Background: an optimization exercise with open tools, aiming at small area. Do not read the settings as production practice. Only simulation tests tie the RTL to the original design; equivalence was not proved. No activity file was given, so power comes from the tool's default toggle rates.

==> 07-26 <==
==> flow/design.v <==
module axi_line_bridge #(
  parameter int LINE_WIDTH = 512
) (
  input  logic                  clk,
  input  logic                  rst,
  input  logic                  i_rreq,
  input  logic [31:0]           i_raddr,
  output logic                  i_rdone,
  output logic [LINE_WIDTH-1:0] i_rline,
  input  logic                  d_rreq,
  input  logic [31:0]           d_raddr,
  output logic                  d_rdone,
  output logic [LINE_WIDTH-1:0] d_rline,
  input  logic                  d_wreq,
  input  logic [31:0]           d_waddr,
  input  logic [LINE_WIDTH-1:0] d_wline,
  output logic                  d_wdone,
  output logic [31:0]           araddr,
  output logic [7:0]            arlen,
  output logic [2:0]            arsize,
  output logic [1:0]            arburst,
  output logic                  arvalid,
  input  logic                  arready,
  input  logic [31:0]           rdata,
  input  logic                  rlast,
  input  logic [1:0]            rresp,
  input  logic                  rvalid,
  output logic                  rready,
  output logic [31:0]           awaddr,
  output logic [7:0]            awlen,
  output logic [2:0]            awsize,
  output logic [1:0]            awburst,
  output logic                  awvalid,
  input  logic                  awready,
  output logic [31:0]           wdata,
  output logic [3:0]            wstrb,
  output logic                  wlast,
  output logic                  wvalid,
  input  logic                  wready,
  input  logic [1:0]            bresp,
  input  logic                  bvalid,
  output logic                  bready,
  output logic                  axi_err
);
  localparam int BEATS = LINE_WIDTH / 32;
  localparam int CW    = $clog2(BEATS);
  localparam int OFFS  = $clog2(LINE_WIDTH / 8);
  localparam logic [7:0]    LAST_BEAT = 8'(BEATS - 1);
  localparam logic [CW-1:0] CNT_LAST  = CW'(BEATS - 1);
  localparam logic [31:0]   ADDR_MASK = {{(32 - OFFS){1'b1}}, {OFFS{1'b0}}};
  localparam logic [2:0] S_IDLE = 3'd0;
  localparam logic [2:0] S_AR   = 3'd1;
  localparam logic [2:0] S_R    = 3'd2;
  localparam logic [2:0] S_AW   = 3'd3;
  localparam logic [2:0] S_W    = 3'd4;
  localparam logic [2:0] S_B    = 3'd5;
  logic [2:0]                 state;
  logic                       own_d;    
  logic [CW-1:0]              cnt;      
  logic                       err;
  logic [LINE_WIDTH-33:0]     rbuf;     
  logic r_hs, b_hs, r_err, b_err;
  assign r_hs  = (state == S_R) && rvalid;
  assign b_hs  = (state == S_B) && bvalid;
  assign r_err = r_hs && ((rresp != 2'b00) || (rlast && (cnt != CNT_LAST)));
  assign b_err = b_hs && (bresp != 2'b00);
  always_ff @(posedge clk or posedge rst) begin
    if (rst) begin
      state <= S_IDLE;
      own_d <= 1'b0;
      cnt   <= '0;
      err   <= 1'b0;
    end else begin
      if (r_err || b_err) err <= 1'b1;
      case (state)
        S_IDLE: begin
          cnt <= '0;
          if (d_wreq) begin
            state <= S_AW;
          end else if (d_rreq) begin
            own_d <= 1'b1;
            state <= S_AR;
          end else if (i_rreq) begin
            own_d <= 1'b0;
            state <= S_AR;
          end
        end
        S_AR: if (arready) state <= S_R;
        S_R: if (rvalid) begin
          cnt <= cnt + 1'b1;
          if (rlast) state <= S_IDLE;
        end
        S_AW: if (awready) state <= S_W;
        S_W: if (wready) begin
          cnt <= cnt + 1'b1;
          if (cnt == CNT_LAST) state <= S_B;
        end
        S_B: if (bvalid) state <= S_IDLE;
        default: state <= S_IDLE;
      endcase
    end
  end
  always_ff @(posedge clk) begin
    if (r_hs) rbuf <= {rdata, rbuf[LINE_WIDTH-33:32]};
  end
  assign araddr  = (own_d ? d_raddr : i_raddr) & ADDR_MASK;
  assign arlen   = LAST_BEAT;
  assign arsize  = 3'b010;
  assign arburst = 2'b01;
  assign arvalid = (state == S_AR);
  assign rready  = (state == S_R);
  assign awaddr  = d_waddr & ADDR_MASK;
  assign awlen   = LAST_BEAT;
  assign awsize  = 3'b010;
  assign awburst = 2'b01;
  assign awvalid = (state == S_AW);
  assign wdata   = d_wline[cnt*32 +: 32];
  assign wstrb   = 4'hF;
  assign wvalid  = (state == S_W);
  assign wlast   = (state == S_W) && (cnt == CNT_LAST);
  assign bready  = (state == S_B);
  assign i_rdone = r_hs && rlast && !own_d;
  assign d_rdone = r_hs && rlast &&  own_d;
  assign d_wdone = b_hs;
  assign i_rline = {rdata, rbuf};
  assign d_rline = {rdata, rbuf};
  assign axi_err = err || r_err || b_err;
endmodule
==> flow/flow/run.sh <==
#!/bin/bash
# Standard layout, with the port buffers made of the smallest buffer cell.
set -euo pipefail
export BUFFER_PORTS_ARGS="-buffer_cell sky130_fd_sc_hd__buf_1"
bash standard.sh finish > flow_make.log 2>&1
==> flow/standard.sh <==
#!/bin/bash
# synth_recipe.tcl (not shown) runs the flow's synth.tcl, then flattens the netlist and writes it again
# the make line also repeats each setting of config.mk as NAME=value (left out here)
make -C /OpenROAD-flow-scripts/flow DESIGN_CONFIG=/design/flow/config.mk WORK_HOME=/design/flow/orfs CLKGATE_MAP_FILE= SYNTH_SCRIPT=/design/flow/synth_recipe.tcl "${@:-finish}"
==> flow/config.mk <==
export PLATFORM = sky130hd
export DESIGN_NAME = axi_line_bridge
export DESIGN_NICKNAME = axi_line_bridge
export VERILOG_FILES = /design/flow/design.v
export SDC_FILE = /design/flow/constraint.sdc
export NUM_CORES = 4
export LEC_CHECK = 0
export CAP_MARGIN = 20
export CORE_AREA = 10 10 630 630
export DIE_AREA = 0 0 640 640
export PLACE_DENSITY = 0.3
export SLEW_MARGIN = 20
==> flow/constraint.sdc <==
create_clock -name core_clock -period 5.0 [get_ports {clk}]
set_input_delay 1.0000 -clock core_clock [delete_from_list [all_inputs] [get_ports {clk}]]
set_output_delay 1.0000 -clock core_clock [all_outputs]
set_load 0.01 [all_outputs]
==> 11-06 (differences from 07-26) <==
--- a/flow/design.v
+++ b/flow/design.v
@@ -57,5 +57,5 @@
   logic [2:0]                 state;
   logic                       own_d;    
-  logic [CW-1:0]              cnt;      
+  logic [BEATS-1:0]           beat;     
   logic                       err;
   logic [LINE_WIDTH-33:0]     rbuf;     
@@ -63,5 +63,5 @@
   assign r_hs  = (state == S_R) && rvalid;
   assign b_hs  = (state == S_B) && bvalid;
-  assign r_err = r_hs && ((rresp != 2'b00) || (rlast && (cnt != CNT_LAST)));
+  assign r_err = r_hs && ((rresp != 2'b00) || (rlast && !beat[BEATS-1]));
   assign b_err = b_hs && (bresp != 2'b00);
   always_ff @(posedge clk or posedge rst) begin
@@ -69,5 +69,5 @@
       state <= S_IDLE;
       own_d <= 1'b0;
-      cnt   <= '0;
+      beat  <= BEATS'(1);
       err   <= 1'b0;
     end else begin
@@ -75,5 +75,5 @@
       case (state)
         S_IDLE: begin
-          cnt <= '0;
+          beat <= BEATS'(1);
           if (d_wreq) begin
             state <= S_AW;
@@ -88,11 +88,11 @@
         S_AR: if (arready) state <= S_R;
         S_R: if (rvalid) begin
-          cnt <= cnt + 1'b1;
+          beat <= {beat[BEATS-2:0], beat[BEATS-1]};
           if (rlast) state <= S_IDLE;
         end
         S_AW: if (awready) state <= S_W;
         S_W: if (wready) begin
-          cnt <= cnt + 1'b1;
-          if (cnt == CNT_LAST) state <= S_B;
+          beat <= {beat[BEATS-2:0], beat[BEATS-1]};
+          if (beat[BEATS-1]) state <= S_B;
         end
         S_B: if (bvalid) state <= S_IDLE;
@@ -115,8 +115,12 @@
   assign awburst = 2'b01;
   assign awvalid = (state == S_AW);
-  assign wdata   = d_wline[cnt*32 +: 32];
+  always_comb begin
+    wdata = '0;
+    for (int k = 0; k < BEATS; k++)
+      wdata = wdata | (d_wline[32*k +: 32] & {32{beat[k]}});
+  end
   assign wstrb   = 4'hF;
   assign wvalid  = (state == S_W);
-  assign wlast   = (state == S_W) && (cnt == CNT_LAST);
+  assign wlast   = (state == S_W) && beat[BEATS-1];
   assign bready  = (state == S_B);
   assign i_rdone = r_hs && rlast && !own_d;
==> flow/flow/run.sh (replaced) <==
#!/bin/bash
# Standard layout, with the port buffers made of the smallest buffer cell,
# clock tree synthesis without dummy balancing loads, and power (size)
# recovery after global routing.
set -euo pipefail
export BUFFER_PORTS_ARGS="-buffer_cell sky130_fd_sc_hd__buf_1"
export CTS_ARGS="-sink_clustering_enable -repair_clock_nets -dont_use_dummy_load -sink_clustering_size 22 -sink_clustering_max_diameter 120"
export RECOVER_POWER=100
bash standard.sh finish > flow_make.log 2>&1
Settings changed: CORE_AREA 10 10 630 630 to 10 10 510 510, DIE_AREA 0 0 640 640 to 0 0 520 520, PLACE_DENSITY 0.3 to 0.4.
==> 06-02 (differences from 07-26) <==
--- a/flow/design.v
+++ b/flow/design.v
@@ -57,5 +57,5 @@
   logic [2:0]                 state;
   logic                       own_d;    
-  logic [CW-1:0]              cnt;      
+  logic [BEATS-1:0]           beat;     
   logic                       err;
   logic [LINE_WIDTH-33:0]     rbuf;     
@@ -63,5 +63,5 @@
   assign r_hs  = (state == S_R) && rvalid;
   assign b_hs  = (state == S_B) && bvalid;
-  assign r_err = r_hs && ((rresp != 2'b00) || (rlast && (cnt != CNT_LAST)));
+  assign r_err = r_hs && ((rresp != 2'b00) || (rlast && !beat[BEATS-1]));
   assign b_err = b_hs && (bresp != 2'b00);
   always_ff @(posedge clk or posedge rst) begin
@@ -69,5 +69,5 @@
       state <= S_IDLE;
       own_d <= 1'b0;
-      cnt   <= '0;
+      beat  <= BEATS'(1);
       err   <= 1'b0;
     end else begin
@@ -75,5 +75,5 @@
       case (state)
         S_IDLE: begin
-          cnt <= '0;
+          beat <= BEATS'(1);
           if (d_wreq) begin
             state <= S_AW;
@@ -88,11 +88,11 @@
         S_AR: if (arready) state <= S_R;
         S_R: if (rvalid) begin
-          cnt <= cnt + 1'b1;
+          beat <= {beat[BEATS-2:0], beat[BEATS-1]};
           if (rlast) state <= S_IDLE;
         end
         S_AW: if (awready) state <= S_W;
         S_W: if (wready) begin
-          cnt <= cnt + 1'b1;
-          if (cnt == CNT_LAST) state <= S_B;
+          beat <= {beat[BEATS-2:0], beat[BEATS-1]};
+          if (beat[BEATS-1]) state <= S_B;
         end
         S_B: if (bvalid) state <= S_IDLE;
@@ -115,8 +115,12 @@
   assign awburst = 2'b01;
   assign awvalid = (state == S_AW);
-  assign wdata   = d_wline[cnt*32 +: 32];
+  always_comb begin
+    wdata = '0;
+    for (int k = 0; k < BEATS; k++)
+      wdata = wdata | (d_wline[32*k +: 32] & {32{beat[k]}});
+  end
   assign wstrb   = 4'hF;
   assign wvalid  = (state == S_W);
-  assign wlast   = (state == S_W) && (cnt == CNT_LAST);
+  assign wlast   = (state == S_W) && beat[BEATS-1];
   assign bready  = (state == S_B);
   assign i_rdone = r_hs && rlast && !own_d;
==> flow/flow/run.sh (replaced) <==
#!/bin/bash
# Standard layout, with the port buffers made of the smallest buffer cell and
# clock tree synthesis without dummy balancing loads.
set -euo pipefail
export BUFFER_PORTS_ARGS="-buffer_cell sky130_fd_sc_hd__buf_1"
export CTS_ARGS="-sink_clustering_enable -repair_clock_nets -dont_use_dummy_load -sink_clustering_size 22 -sink_clustering_max_diameter 120"
bash standard.sh finish > flow_make.log 2>&1
Settings changed: CORE_AREA 10 10 630 630 to 10 10 510 510, DIE_AREA 0 0 640 640 to 0 0 520 520, PLACE_DENSITY 0.3 to 0.4.
==> out/metrics.yaml <==
status:
  outcome: "timing/DRC/antenna clean"
routing:
  first_pass_iters: 5
power_and_ir_drop:
  p_leak_nw: 9.48
  power-top-group: "combinational cells"
critical_path:
  cp_slowest_cell: "mux2i_2"
clock_network:
  clk_pin_slew_worst_paths_ns: 0.06
layout:
  finalCoreUtilization_pct: 9.15
the above is filed under 07-26

==> out/metrics.yaml <==
global_routing:
  grt_remaining_overflow: 0
  grt_pass1_vias: 20100
power_and_ir_drop:
  p_leak_nw: 8.40
routing:
  first_pass_iters: 5
critical_path:
  cp_slowest_cell: "a221oi_1"
status:
  outcome: "timing/DRC/antenna clean"
layout:
  finalCoreUtilization_pct: 12.2
the above is filed under 06-02

==> out/metrics.yaml <==
status:
  outcome: "failed layout checks"
  violations: "capacitance limit, slew limit"
power_and_ir_drop:
  p_leak_nw: 8.36
  power-top-group: "registers"
critical_path:
  cp_slowest_cell: "dfrtp_1"
job:
  max_cap_violations: 6
sta:
  slew_violations: 465
routing:
  first_pass_iters: 6
layout:
  layout_common_cells: "1,343 x buf_1, 480 x edfxtp_1, 360 x clkbuf_1, 145 x a22o_1, 128 x a221oi_1"
  finalCoreUtilization_pct: 12.2
logic_synthesis:
  synth_compound_area_share_pct: 10.7
clock_network:
  clk_pin_slew_worst_paths_ns: 0.09
the above is filed under 11-06

-- what the ideal ports hide --
The results above use ideal ports. As a check the final layouts listed here were re-extracted and re-timed, cells and wires unchanged.
Step 1 assumes that a clkbuf_16 drives the clock port and a buf_2 every other input.
Step 2 times the ports against the registers' clock, not the clock port: input delays grow and output delays shrink by t, the midpoint of the rising clock arrivals with the driver on.
a / b / c = ideal / step 1 / step 2; a / b = the first two.
run	t, ns	slack for setup (ns)	hold WS [ns]	slew at the worst register clock pin (ns)	worst data-port slew with drivers (ns)
07-26	0.838	0.104 / 0.008 / 0.846	0.244 / 0.250 / 0.454	0.06 / 0.06	0.45
11-06	0.686	0.179 / 0.121 / 0.324	0.380 / 0.380 / 0.380	0.10 / 0.10	0.54
06-02	0.691	0.452 / 0.392 / 0.815	0.377 / 0.377 / 0.377	0.10 / 0.10	0.52
